Source: an optimization exercise on an open RTL-to-GDS flow (aim: small area). Production flows keep margins and buffers that such runs may drop. Function was checked by simulation only, so behaviour that the tests miss may differ from the original. Power is estimated from default activity; no workload was simulated.

## flow/config.mk

```make
export PLATFORM = sky130hd
export DESIGN_NAME = pingpong_fmap_buffer
export DESIGN_NICKNAME = pingpong_fmap_buffer
export VERILOG_FILES = /design/flow/design.v
export SDC_FILE = /design/flow/constraint.sdc
export NUM_CORES = 4
export LEC_CHECK = 0
export CAP_MARGIN = 20
export CORE_MARGIN = 2
export CORE_UTILIZATION = 40
export SETUP_SLACK_MARGIN = 0.3
export SLEW_MARGIN = 20
```

## flow/design.v

```verilog
package fmap_buf_pkg;
  typedef enum logic [1:0] {
    BANK_EMPTY,
    BANK_FILLING,
    BANK_FULL,
    BANK_DRAINING
  } bank_state_t;
endpackage
module fmap_bank
#(
  parameter int K  = 4,
  parameter int BW = 16,
  parameter int PE = 2,
  parameter int P  = 16
) (
  input  logic                  clk,
  input  logic [K-1:0]          shift,
  input  logic [PE-1:0][BW-1:0] wr_data,
  output logic [K-1:0][BW-1:0]  head
);
  logic [BW-1:0] sr [K][P];
  always_ff @(posedge clk) begin
    for (int c = 0; c < K; c++) begin
      if (shift[c]) begin
        for (int i = 0; i < P - 1; i++) sr[c][i] <= sr[c][i + 1];
        sr[c][P - 1] <= wr_data[c % PE];
      end
    end
  end
  always_comb begin
    for (int c = 0; c < K; c++) head[c] = sr[c][0];
  end
endmodule
module pingpong_fmap_buffer
#(
  parameter int NumberOfK          = 4,
  parameter int BitSize            = 16,
  parameter int ProcessingElements = 2,
  parameter int ImageWidth         = 4
) (
  input  logic                  clk,
  input  logic                  res_n,
  input  logic [NumberOfK-1:0]  in_valid,
  input  logic [ProcessingElements-1:0][BitSize-1:0] in_data,
  output logic                  in_ready,
  output logic [BitSize-1:0]    out_data,
  output logic                  out_valid,
  input  logic                  out_ready,
  output logic                  out_last,
  output logic                  image_done,
  output logic                  error
);
  localparam int K  = NumberOfK;
  localparam int PE = ProcessingElements;
  localparam int P  = ImageWidth * ImageWidth;
  localparam int CW = (((P + 1) < 2) ? 1 : $clog2(P + 1));
  localparam int HW = (((K) < 2) ? 1 : $clog2(K));
  localparam int PW = (((P) < 2) ? 1 : $clog2(P));
  localparam logic [CW-1:0] PMAX  = CW'(P);
  localparam logic [CW-1:0] PLAST = CW'(P - 1);
  fmap_buf_pkg::bank_state_t st_q [2];
  fmap_buf_pkg::bank_state_t st_d [2];
  logic [CW-1:0] cnt [K];
  logic [K-1:0]  wr_ch;
  logic [K-1:0]  ch_done;
  logic [K-1:0]  full_ch;
  logic          wr_over;
  logic          filled;
  logic [1:0]    wr_open;
  logic [1:0]    rd_start;
  logic [1:0]    rd_done;
  logic          wr_ptr;
  logic [HW-1:0] rd_ch;
  logic [PW-1:0] rd_pix;
  logic          draining;
  logic          rd_bank;
  logic          last_px;
  logic          last_ch;
  logic          xfer;
  logic          fin;
  logic [K-1:0]  rd_sh;
  logic [1:0][K-1:0] shift;
  logic [1:0][K-1:0][BitSize-1:0] head;
  for (genvar b = 0; b < 2; b++) begin : g_bank
    fmap_bank #(
      .K (K),
      .BW(BitSize),
      .PE(PE),
      .P (P)
    ) u_bank (
      .clk     (clk),
      .shift   (shift[b]),
      .wr_data (in_data),
      .head    (head[b])
    );
  end
  always_comb begin
    for (int b = 0; b < 2; b++)
      wr_open[b] = (st_q[b] == fmap_buf_pkg::BANK_EMPTY) ||
                   (st_q[b] == fmap_buf_pkg::BANK_FILLING);
    in_ready = wr_open[wr_ptr];
    for (int c = 0; c < K; c++) begin
      full_ch[c] = (cnt[c] == PMAX);
      wr_ch[c]   = in_ready && in_valid[c] && !full_ch[c];
      ch_done[c] = full_ch[c] || (wr_ch[c] && (cnt[c] == PLAST));
    end
    wr_over = in_ready && (|(in_valid & full_ch));
    filled  = (&ch_done) && (|wr_ch);
    draining = (st_q[0] == fmap_buf_pkg::BANK_DRAINING) ||
               (st_q[1] == fmap_buf_pkg::BANK_DRAINING);
    rd_bank  = (st_q[1] == fmap_buf_pkg::BANK_DRAINING);
    last_px  = (rd_pix == PW'(P - 1));
    last_ch  = (rd_ch == HW'(K - 1));
    xfer     = draining && out_ready;
    fin      = xfer && last_px && last_ch;
    rd_start[0] = (st_q[0] == fmap_buf_pkg::BANK_FULL) && (!draining || fin);
    rd_start[1] = (st_q[1] == fmap_buf_pkg::BANK_FULL) && (!draining || fin) &&
                  !rd_start[0];
    rd_done[0]  = fin && !rd_bank;
    rd_done[1]  = fin && rd_bank;
    for (int c = 0; c < K; c++) rd_sh[c] = xfer && (rd_ch == HW'(c));
    for (int b = 0; b < 2; b++)
      shift[b] = ((wr_ptr == 1'(b)) ? wr_ch : '0) |
                 ((rd_bank == 1'(b)) ? rd_sh : '0);
    for (int b = 0; b < 2; b++) begin
      st_d[b] = st_q[b];
      unique case (st_q[b])
        fmap_buf_pkg::BANK_EMPTY, fmap_buf_pkg::BANK_FILLING: begin
          if (wr_ptr == 1'(b)) begin
            if (filled)      st_d[b] = fmap_buf_pkg::BANK_FULL;
            else if (|wr_ch) st_d[b] = fmap_buf_pkg::BANK_FILLING;
          end
        end
        fmap_buf_pkg::BANK_FULL:
          if (rd_start[b]) st_d[b] = fmap_buf_pkg::BANK_DRAINING;
        fmap_buf_pkg::BANK_DRAINING:
          if (rd_done[b]) st_d[b] = fmap_buf_pkg::BANK_EMPTY;
        default: st_d[b] = fmap_buf_pkg::BANK_EMPTY;
      endcase
    end
  end
  always_ff @(posedge clk or negedge res_n) begin
    if (!res_n) begin
      st_q[0] <= fmap_buf_pkg::BANK_EMPTY;
      st_q[1] <= fmap_buf_pkg::BANK_EMPTY;
      for (int c = 0; c < K; c++) cnt[c] <= '0;
      wr_ptr <= 1'b0;
      rd_ch  <= '0;
      rd_pix <= '0;
    end else begin
      st_q[0] <= st_d[0];
      st_q[1] <= st_d[1];
      for (int c = 0; c < K; c++) begin
        if (filled)        cnt[c] <= '0;
        else if (wr_ch[c]) cnt[c] <= cnt[c] + 1'b1;
      end
      if (filled) wr_ptr <= ~wr_ptr;
      if (xfer) begin
        rd_pix <= rd_pix + 1'b1;
        if (last_px) rd_ch <= rd_ch + 1'b1;
      end
    end
  end
  assign out_valid  = draining;
  assign out_data   = draining ? head[rd_bank][rd_ch] : '0;
  assign out_last   = draining && last_px;
  assign image_done = draining && last_px && last_ch;
  localparam logic [K-1:0] GRP = K'((2 ** PE) - 1);
  logic legal;
  logic err_q;
  always_comb begin
    legal = (in_valid == '0);
    for (int g = 0; g < K / PE; g++) begin
      if (in_valid == (GRP << (g * PE))) legal = 1'b1;
    end
  end
  always_ff @(posedge clk or negedge res_n) begin
    if (!res_n) err_q <= 1'b0;
    else if ((|in_valid) && (!legal || !in_ready || wr_over))
      err_q <= 1'b1;
  end
  assign error = err_q;
endmodule
```

## flow/constraint.sdc

```tcl
create_clock -name core_clock -period 8.0 [get_ports {clk}]
set_input_delay 1.6000 -clock core_clock [delete_from_list [all_inputs] [get_ports {clk}]]
set_output_delay 1.6000 -clock core_clock [all_outputs]
set_load 0.01 [all_outputs]
```

## flow/run.sh

```bash
#!/bin/bash
# synth_recipe.tcl (not shown) runs the flow's synth.tcl, then flattens the netlist and writes it again
# the make line also repeats each setting of config.mk as NAME=value (left out here)
make -C /OpenROAD-flow-scripts/flow DESIGN_CONFIG=/design/flow/config.mk WORK_HOME=/design/flow/orfs CLKGATE_MAP_FILE= SYNTH_SCRIPT=/design/flow/synth_recipe.tcl finish
```

==> key figures, run 1 <==
Status
  – Status: finished clean

Job
  – Max-cap violations: 0

Timing
  – Post-route minimum period: 4.938 ns
  – Final setup fails: 0
  – Fmax: 202.5 MHz
  – Worst-Margin Slew: 1.270 ns
  – Worst Clk Skew: 0.03276 ns
  – RSZ-0062 raised after global routing: no
  – Final period util: 61.72%
  – Max-slew headroom: 15.36%
  – Slew Viols, Final: 0
  – Final Hold Viols: 0
  – Hold WS: 0.3966 ns

Floorplan
  – Core area: 160200 sq um
  – # IOs: 60
  – Die X: 405.3 um
  – Row count: 147
  – Die area: about 160000 sq um
  – Initial core utilization: 40.21%
  – Die Y: 405.3 um

Critical path
  – Worst Setup End Kind: output port
  – Number of cells on the worst reg-to-reg path: 4
  – Critical setup path kind: flip-flop to output port
  – Critical Path Start Type: flip-flop
  – Critical path required time: about 6.4 ns
  – Crit path max fanout: 36
  – Crit path DAT: 3.34 ns

Layout
  – Footprint of the multi-input gates: 2069 sq um
  – Final core utilization: between 40% and 50%
  – Share of layout cells above drive strength 1: 11.82%
  – # diodes: 0
  – Finished Cell Area: 74150 sq um
  – Fin cells: 4902
  – Fin nets: 2637
  – Filler cells: 12.74k
  – Synth-to-layout area growth: 15.10%
  – Register area: 62300 sq um

Place
  – Buffers added on ports: 59
  – Placed Cells: 4544
  – RePlAce Congestion: 0.7155
  – Cell Area, Placed: 67960 sq um
  – Final HPWL from detailed placement: around 41000 um

Power and ir drop
  – Leakage power: ~24 nW
  – Switch Pwr: 4.262 mW
  – Power Total: around 22 mW
  – Part of the power in registers: 58.5%
  – Pint: 18.07 mW
  – PwrDens: 301.1 nW/um^2
  – VDD IR max: 0.2197 mV
  – Clk network pwr share: 39.2%
  – Comb power frac: 2.3%
  – Sw Ratio: 19.09%

Detailed routing
  – DR pass1 iterations: 7
  – Wire per inst: 16.76 um
  – Post-route ant nets: 0
  – Final wirelength: 82170 um
  – Via count: approximately 22k
  – Number of vias per cell: 4.440
  – Number of remaining DRC errors: 0
  – DRT iter0 DRCs: 2093

Clock tree
  – Clk Latency, worst-skew pair: 0.80 ns
  – Hold_buf cts: 0
  – Clock slew at reported path FFs: 0.06 ns
  – CTS tree: done
  – Buffers inserted by post-CTS timing repair: 0
  – CTS resizes: 0
  – H-tree depth: 4
  – CTS Buf Count: 193
  – CTS Root Cell: clkbuf_16
  – Clock tree buffer depth: 3
  – Clock sink total: 2080

Yosys
  – Syn_area_per_cell: around 28 sq um
  – Yosys warnings: 6
  – Synthesized area: 64420 sq um
  – Yosys reg bits: 2080
  – Post-synth cell types: 36
  – Syn Inst Count: 2326
  – Mapped Nets: 2382
  – Sequential share of the synthesized area: 96.70%

Global routing
  – Total GRT Usage: around a tenth
  – Grt ovf: 0
  – First-pass GRT wire length: between 100000 and 150000 um
  – Initial antenna violation count: 3
  – Pin count of the biggest net entering global routing: approximately 160
  – Vias in the first global route: 22.27k

Worst hold path
  – Worst Hold Class: flip-flop to flip-flop
  – WHS Path Cells: 0
-- cell usage after synthesis --
library cell	number	area [sq um]
nor4_1	1	6.260
o21ai_0	8	40.04
nand3_1	13	65.06
o221ai_1	1	8.760
nand2_1	26	97.59
a22o_1	20	175.2
and2_1	4	25.02
a32o_1	2	20.02
a21oi_1	9	45.04
a211oi_1	3	22.52
inv_1	16	60.06
edfxtp_1	2048	61500
or2_2	1	6.260
o22ai_1	2	12.51
mux2_2	2	22.52
nand4_1	5	31.28
inv_2	1	3.750
or3_1	2	12.51
ha_1	17	212.7
a32oi_1	1	8.760
a31oi_1	1	6.260
mux2i_1	2	20.02
nand4bb_1	2	22.52
and2_0	1	6.260
nand2b_1	3	18.77
xnor2_1	9	78.83
xor2_1	6	52.55
clkbuf_1	9	33.78
mux4_2	32	720.7
dfrtp_1	32	800.8
buf_2	9	45.04
nor2_1	24	90.09
a22oi_1	2	15.01
nand4bb_4	2	55.05
a2111oi_4	1	27.53
and3_1	9	56.30
-- worst max-delay path, cell delays in order, from the launching register on --
cell	delay (ns)
dfrtp_2	1.07
mux4_2	0.39
a22o_1	0.42
clkdlybuf4s50_1	0.63
-- cell families (layout without fill, tap and decap cells) --
kind of cell / count (synthesis) / in the layout / share of synthesized area [%]
xor gates and xnor gates: 15 / 15 / 0.2039
DFF: 2080 / 2080 / 96.70
buffers and inverters: 35 / 451 / 0.2214
and+or+nand+nor: 93 / 93 / 0.7652
adders and majority gates: 17 / 17 / 0.3302
AOI/OAI and AO/OA: 50 / 50 / 0.5924
muxes: 36 / 36 / 1.185
-- registers in the layout, summed over array words and instances (netlist names) --
register	flops
st_q	4
wr_ptr	1
rd_ch	2
rd_pix	4
g_bank.u_bank.sr	2048
err_q	1
cnt	20
-- final cells by class --
type | count | area share (%)
clock buffer | 244 | 6.886
clock inverter | 112 | 1.406
inverter | 17 | 0.08605
multi-input combinational | 211 | 2.791
sequential | 2080 | 84.02
tap | 2160 | 3.645
timing repair buffer | 78 | 1.166
-- worst paths after layout --
path,start,to,slack [ns]
worst max-delay path,rd_ch[1]$_DFFE_PN0P_,out_data[2],3.06
worst min-delay path,g_bank[0].u_bank.sr[50][15]$_DFFE_PP_,g_bank[0].u_bank.sr[49][15]$_DFFE_PP_,0.40
worst max register to register,rd_ch[1]$_DFFE_PN0P_,g_bank[1].u_bank.sr[60][0]$_DFFE_PP_,4.79
worst min register to register,g_bank[0].u_bank.sr[50][15]$_DFFE_PP_,g_bank[0].u_bank.sr[49][15]$_DFFE_PP_,0.40
max in group asynchronous,res_n,rd_ch[0]$_DFFE_PN0P_,6.47
min in group asynchronous,res_n,cnt[1][3]$_DFFE_PN0P_,1.20
-- through the flow --
stage                     setup TNS, ns  worst slack (ns)
after CTS                             0             2.909
final                                 0             3.062
after global placement                0             3.624
after global routing                  0             2.858
after detailed placement              0             3.433
after floorplan                 -565.21           -0.9593
-- cell usage in the layout, fill, tap and decap left out, types with 17 or more instances in the layout --
master	netlist	layout
clkinv_1	0	55
clkinv_2	0	23
mux4_2	32	32
clkbuf_16	0	197
ha_1	17	17
nor2_1	24	24
a22o_1	20	18
edfxtp_1	2048	2048
clkbuf_1	9	47
clkdlybuf4s50_1	0	59
bufinv_16	0	18
dfrtp_1	32	30
nand2_1	26	26
-- layer usage --
layer  wire length [um]  track usage (%)
met1              38470            14.68
met2              37650            14.88
met3               3943            2.623
met4               2087            3.993
met5                 11                0
-- power by group through the flow --
stage	registers, mW	logic [mW]	clock network [mW]
2_1_floorplan	13.3	0.342	0
3_3_place_gp	13.3	0.489	0
3_5_place_dp	13.3	0.530	0
4_1_cts	13.1	0.532	9.04
5_1_grt	13.1	0.586	9.48
6_report	13.1	0.522	8.75
==> inputs of run 2 (changes only) <==
--- a/flow/config.mk
+++ b/flow/config.mk
@@ -8,5 +8,8 @@
 export CAP_MARGIN = 20
 export CORE_MARGIN = 2
-export CORE_UTILIZATION = 40
+export CORE_UTILIZATION = 70
+export CTS_BUF_LIST = sky130_fd_sc_hd__clkbuf_4 sky130_fd_sc_hd__clkbuf_8 sky130_fd_sc_hd__clkbuf_16
+export CTS_CLUSTER_DIAMETER = 150
+export CTS_CLUSTER_SIZE = 30
 export SETUP_SLACK_MARGIN = 0.3
 export SLEW_MARGIN = 20
==> run 2 against run 1 <==
Against the previous run: combinational power fell by 1%; power down 18%; utilization up 29 points; worst setup slack lost 0.043 ns; flip-flop and latch count did not move; die area decreased by 42%; synthesized area unchanged; cell area shrank 6.9%; clock power fell by 46%; wire length down 8.5%; first-iteration DRC count is 0.62% lower; critical path type unchanged.
==> key figures, run 2 <==
Layout
  – Largest registers: g_bank.u_bank.sr x2048, cnt x20 (unchanged)
  – Reg with most FFs: g_bank.u_bank.sr (unchanged)
  – # diodes: 0 (unchanged)
  – Max reg flops: 2048 (unchanged)
  – Fin cells: 3677 (was 4902)
  – Finished Cell Area: 69040 sq um (was 74150 sq um)
  – Filler cells: 4757 (was 12.74k)
  – Synth-to-layout area growth: 7.170% (was 15.10%)
  – Footprint of the multi-input gates: 2068 sq um (was 2069 sq um)
  – Most frequent cells in the layout: edfxtp_1, clkbuf_16, clkdlybuf4s50_1, mux4_2, dfrtp_1 (was edfxtp_1, clkbuf_16, clkdlybuf4s50_1, clkinv_1, clkbuf_1)
  – Share of layout cells above drive strength 1: 6.945% (was 11.82%)
  – Register area: 62300 sq um (about the same)
  – Most common cell after layout, fill and taps aside: edfxtp_1 (unchanged)
  – Fin nets: 2527 (was 2637)

Clock tree
  – Hold_buf cts: 0 (unchanged)
  – Buffers inserted by post-CTS timing repair: 0 (unchanged)
  – Clock tree buffer depth: 3 (unchanged)
  – CTS Buf Count: 79 (was 193)
  – Clock slew at reported path FFs: 0.10 ns (was 0.06 ns)
  – Clk Latency, worst-skew pair: 0.66 ns (was 0.80 ns)
  – CTS resizes: 0 (unchanged)
  – H-tree depth: 3 (was 4)
  – CTS tree: done (unchanged)
  – CTS Root Cell: clkbuf_16 (unchanged)
  – Clock sink total: 2080 (unchanged)

Power and ir drop
  – Sw Ratio: 18.46% (was 19.09%)
  – Switch Pwr: 3.380 mW (was 4.262 mW)
  – PwrDens: 265.1 nW/um^2 (was 301.1 nW/um^2)
  – Leakage power: 21.87 nW (was 23.73 nW)
  – VDD IR max: 0.2150 mV (was 0.2197 mV)
  – Part of the power in registers: 71.3% (was 58.5%)
  – Clk network pwr share: 25.9% (was 39.2%)
  – Pint: 14.92 mW (was 18.07 mW)
  – Comb power frac: 2.8% (was 2.3%)

Yosys
  – Number of synthesized flops with an enable pin: 2048 (unchanged)
  – Mapped Nets: 2382 (unchanged)
  – Post-synth top cells: edfxtp_1, dfrtp_1, mux4_2 (unchanged)
  – Syn Inst Count: 2326 (unchanged)
  – Syn_area_per_cell: 27.70 sq um (unchanged)
  – Post-synth cell types: 36 (unchanged)
  – Yosys warnings: 6 (unchanged)
  – Share of the synthesized area in the top cell type: 95.46% (unchanged)
  – Sequential share of the synthesized area: 96.70% (unchanged)
  – Synth Flop Type: edfxtp_1 (unchanged)
  – Yosys reg bits: 2080 (unchanged)
  – Dominant cells by area after synthesis: edfxtp_1, dfrtp_1, mux4_2 (unchanged)
  – Synthesized area: 64420 sq um (unchanged)
  – Ys async rst share: 1.538% (unchanged)
  – Top-count cell post-synth: edfxtp_1 (unchanged)
  – Synth area leader: edfxtp_1 (unchanged)

Critical path
  – Worst path slowest cell: dfrtp_2 (unchanged)
  – Number of cells on the worst reg-to-reg path: 4 (unchanged)
  – Critical setup path kind: flip-flop to output port (unchanged)
  – CP Capture Point: out_data[2] (unchanged)
  – Crit path cell chain: buf_4 > mux4_2 > a22o_1 > clkdlybuf4s50_1 (was mux4_2 > a22o_1 > clkdlybuf4s50_1)
  – CP startpoint: rd_ch[0]$_DFFE_PN0P_ (was rd_ch[1]$_DFFE_PN0P_)
  – Critical Path Start Type: flip-flop (unchanged)
  – RR Endpoint: g_bank[0].u_bank.sr[46][7]$_DFFE_PP_ (was g_bank[1].u_bank.sr[60][0]$_DFFE_PP_)
  – Flop2flop setup slack: 4.60 ns (was 4.79 ns)
  – Crit path DAT: 3.38 ns (was 3.34 ns)
  – Crit-path max cell delay: 0.70 ns (was 1.07 ns)
  – Critical path required time: 6.40 ns (about the same)
  – Start of the worst register-to-register path: st_q[1][1]$_DFFE_PN0P_ (was rd_ch[1]$_DFFE_PN0P_)
  – Crit path max fanout: 24 (was 36)
  – Worst Setup End Kind: output port (unchanged)

Timing
  – Slew Viols, Final: 0 (unchanged)
  – Final Hold Viols: 0 (unchanged)
  – Fmax: 200.8 MHz (was 202.5 MHz)
  – RSZ-0062 raised after global routing: no (unchanged)
  – Worst Clk Skew: 0.01954 ns (was 0.03276 ns)
  – Post-route setup TNS: 0 ns (unchanged)
  – Max-slew headroom: 29.35% (was 15.36%)
  – Final WS setup: 3.019 ns (was 3.062 ns)
  – Post-route minimum period: 4.981 ns (was 4.938 ns)
  – Final setup fails: 0 (unchanged)
  – Worst-Margin Slew: 1.060 ns (was 1.270 ns)
  – Final period util: 62.26% (was 61.72%)

Detailed routing
  – Final wirelength: 75160 um (was 82170 um)
  – Wire per inst: 20.44 um (was 16.76 um)
  – DR pass1 iterations: 5 (was 7)
  – Number of vias per cell: 5.598 (was 4.440)
  – Via count: 20.59k (was 21.77k)
  – DRT iter0 DRCs: 2080 (was 2093)
  – Post-route ant nets: 0 (unchanged)
  – Number of remaining DRC errors: 0 (unchanged)

Floorplan
  – Core area: 91390 sq um (was 160200 sq um)
  – Row count: 111 (was 147)
  – Die Y: 307.4 um (was 405.3 um)
  – Initial core utilization: 70.50% (was 40.21%)
  – Die X: 307.4 um (was 405.3 um)
  – Die area: 94480 sq um (was 164300 sq um)
  – # IOs: 60 (unchanged)

Global routing
  – Grt ovf: 0 (unchanged)
  – Initial antenna violation count: 2 (was 3)
  – First-pass GRT wire length: 115700 um (was 129400 um)
  – Total GRT Usage: 16.19% (was 10.18%)
  – Pin count of the biggest net entering global routing: 168 (was 161)
  – Vias in the first global route: 20.06k (was 22.27k)

Place
  – Buffers added on ports: 59 (unchanged)
  – Cell Area, Placed: 66780 sq um (was 67960 sq um)
  – Placed Cells: 3576 (was 4544)
  – Final HPWL from detailed placement: 40260 um (was 41470 um)
  – RePlAce Congestion: 0.7802 (was 0.7155)
  – Pre-CTS setup slack: 3.266 ns (was 3.433 ns)

Job
  – Max-cap violations: 0 (unchanged)

Status
  – Status: finished clean (unchanged)

Worst hold path
  – Worst Hold Class: flip-flop to flip-flop (unchanged)
run 2: logic make-up (layout without fill, tap and decap cells):
| group | Yosys count | in the layout | share of synthesized area, % |
|---|---|---|---|
| AO/OA/AOI/OAI | 50 | 50 | 0.5924 |
| XOR/XNOR | 15 | 15 | 0.2039 |
| adder cells (fa/ha/maj) | 17 | 17 | 0.3302 |
| buffers and inverters | 35 | 200 | 0.2214 |
| flip-flops | 2080 | 2080 | 96.70 |
| multiplexers | 36 | 36 | 1.185 |
| AND/OR/NAND/NOR | 93 | 93 | 0.7652 |
run 2: critical path: cells and delay by family (launching register included):
kind / cells / cell delay (ns)
AOI/OAI and AO/OA: 1 / 0.36
muxes: 1 / 0.57
buffers and inverters: 2 / 1.08
DFF: 1 / 0.70
run 2: worst min-delay path by stage:
stage,start,endpoint,slack [ns],cells past startpoint
finish,g_bank[1].u_bank.sr[26][10]$_DFFE_PP_,g_bank[1].u_bank.sr[25][10]$_DFFE_PP_,0.41,0
global route,g_bank[1].u_bank.sr[30][9]$_DFFE_PP_,g_bank[1].u_bank.sr[29][9]$_DFFE_PP_,0.41,0
CTS,g_bank[1].u_bank.sr[30][9]$_DFFE_PP_,g_bank[1].u_bank.sr[29][9]$_DFFE_PP_,0.41,0
detailed placement,g_bank[0].u_bank.sr[11][8]$_DFFE_PP_,g_bank[0].u_bank.sr[10][8]$_DFFE_PP_,0.40,0
global placement,g_bank[0].u_bank.sr[15][3]$_DFFE_PP_,g_bank[0].u_bank.sr[14][3]$_DFFE_PP_,0.40,0
floorplan,g_bank[0].u_bank.sr[1][0]$_DFFE_PP_,g_bank[0].u_bank.sr[0][0]$_DFFE_PP_,0.40,0
run 2: metrics by stage:
step                hold WS, ns  power, mW  utilization, %
detailed placement       0.4045      13.83           73.08
global route             0.4080      18.96           75.55
global placement         0.4001      13.75           73.07
finish                   0.4077      18.30           75.55
floorplan                0.4003      13.60               -
CTS                      0.4103      18.52           75.54
run 2: cell type report:
class,instances,share of cell area (%)
Timing Repair Buffer,82,1.267
Multi-Input combinational cell,211,2.996
Inverter,17,0.09242
Sequential cell,2080,90.23
Tap cell,1186,2.149
Clock inverter,3,0.06524
Clock buffer,98,3.197
run 2: layer usage:
layer	track usage (%)	wire length [um]	vias to the layer above	share of wire, %
met3	2.739	3014	93	4.0
li1	-	-	9606	-
met2	23.83	34380	327	46
met4	3.460	1105	0	1.5
met5	0	0	-	0
met1	26.67	36660	10560	49
run 2: power groups by stage:
| stage | clock network (mW) | registers, mW | logic (mW) |
|---|---|---|---|
| 6_report | 4.75 | 13.0 | 0.516 |
| 5_1_grt | 5.27 | 13.1 | 0.576 |
| 4_1_cts | 4.93 | 13.1 | 0.531 |
| 3_5_place_dp | 0 | 13.3 | 0.531 |
| 3_3_place_gp | 0 | 13.3 | 0.493 |
| 2_1_floorplan | 0 | 13.3 | 0.342 |

static timing again, ports no longer ideal:
How much do the figures lean on ideal ports? The routed layouts below were timed once more, with nothing changed but the port constraints. Step 1: set_driving_cell puts a clkbuf_16 on clk and a buf_2 on each other input, an assumption about the parent block. Step 2 moves the port delays by t, midway between the first and last clock arrival at a register: inputs arrive t later, outputs are due t later. That takes back most of the time a late clock gives input paths. Three values: ideal ports, drivers, drivers and shift; two values: the first two.
| run | shift t [ns] | setup slack, ns | worst register clock-pin slew, ns | worst data-port slew with drivers (ns) |
|---|---|---|---|---|
| run 1 | 0.853 | 3.062 / 2.993 / 3.373 | 0.06 / 0.06 | 0.12 |
| run 2 | 0.720 | 3.019 / 2.952 / 3.180 | 0.11 / 0.11 | 0.19 |
After both steps every run listed still meets setup and hold.
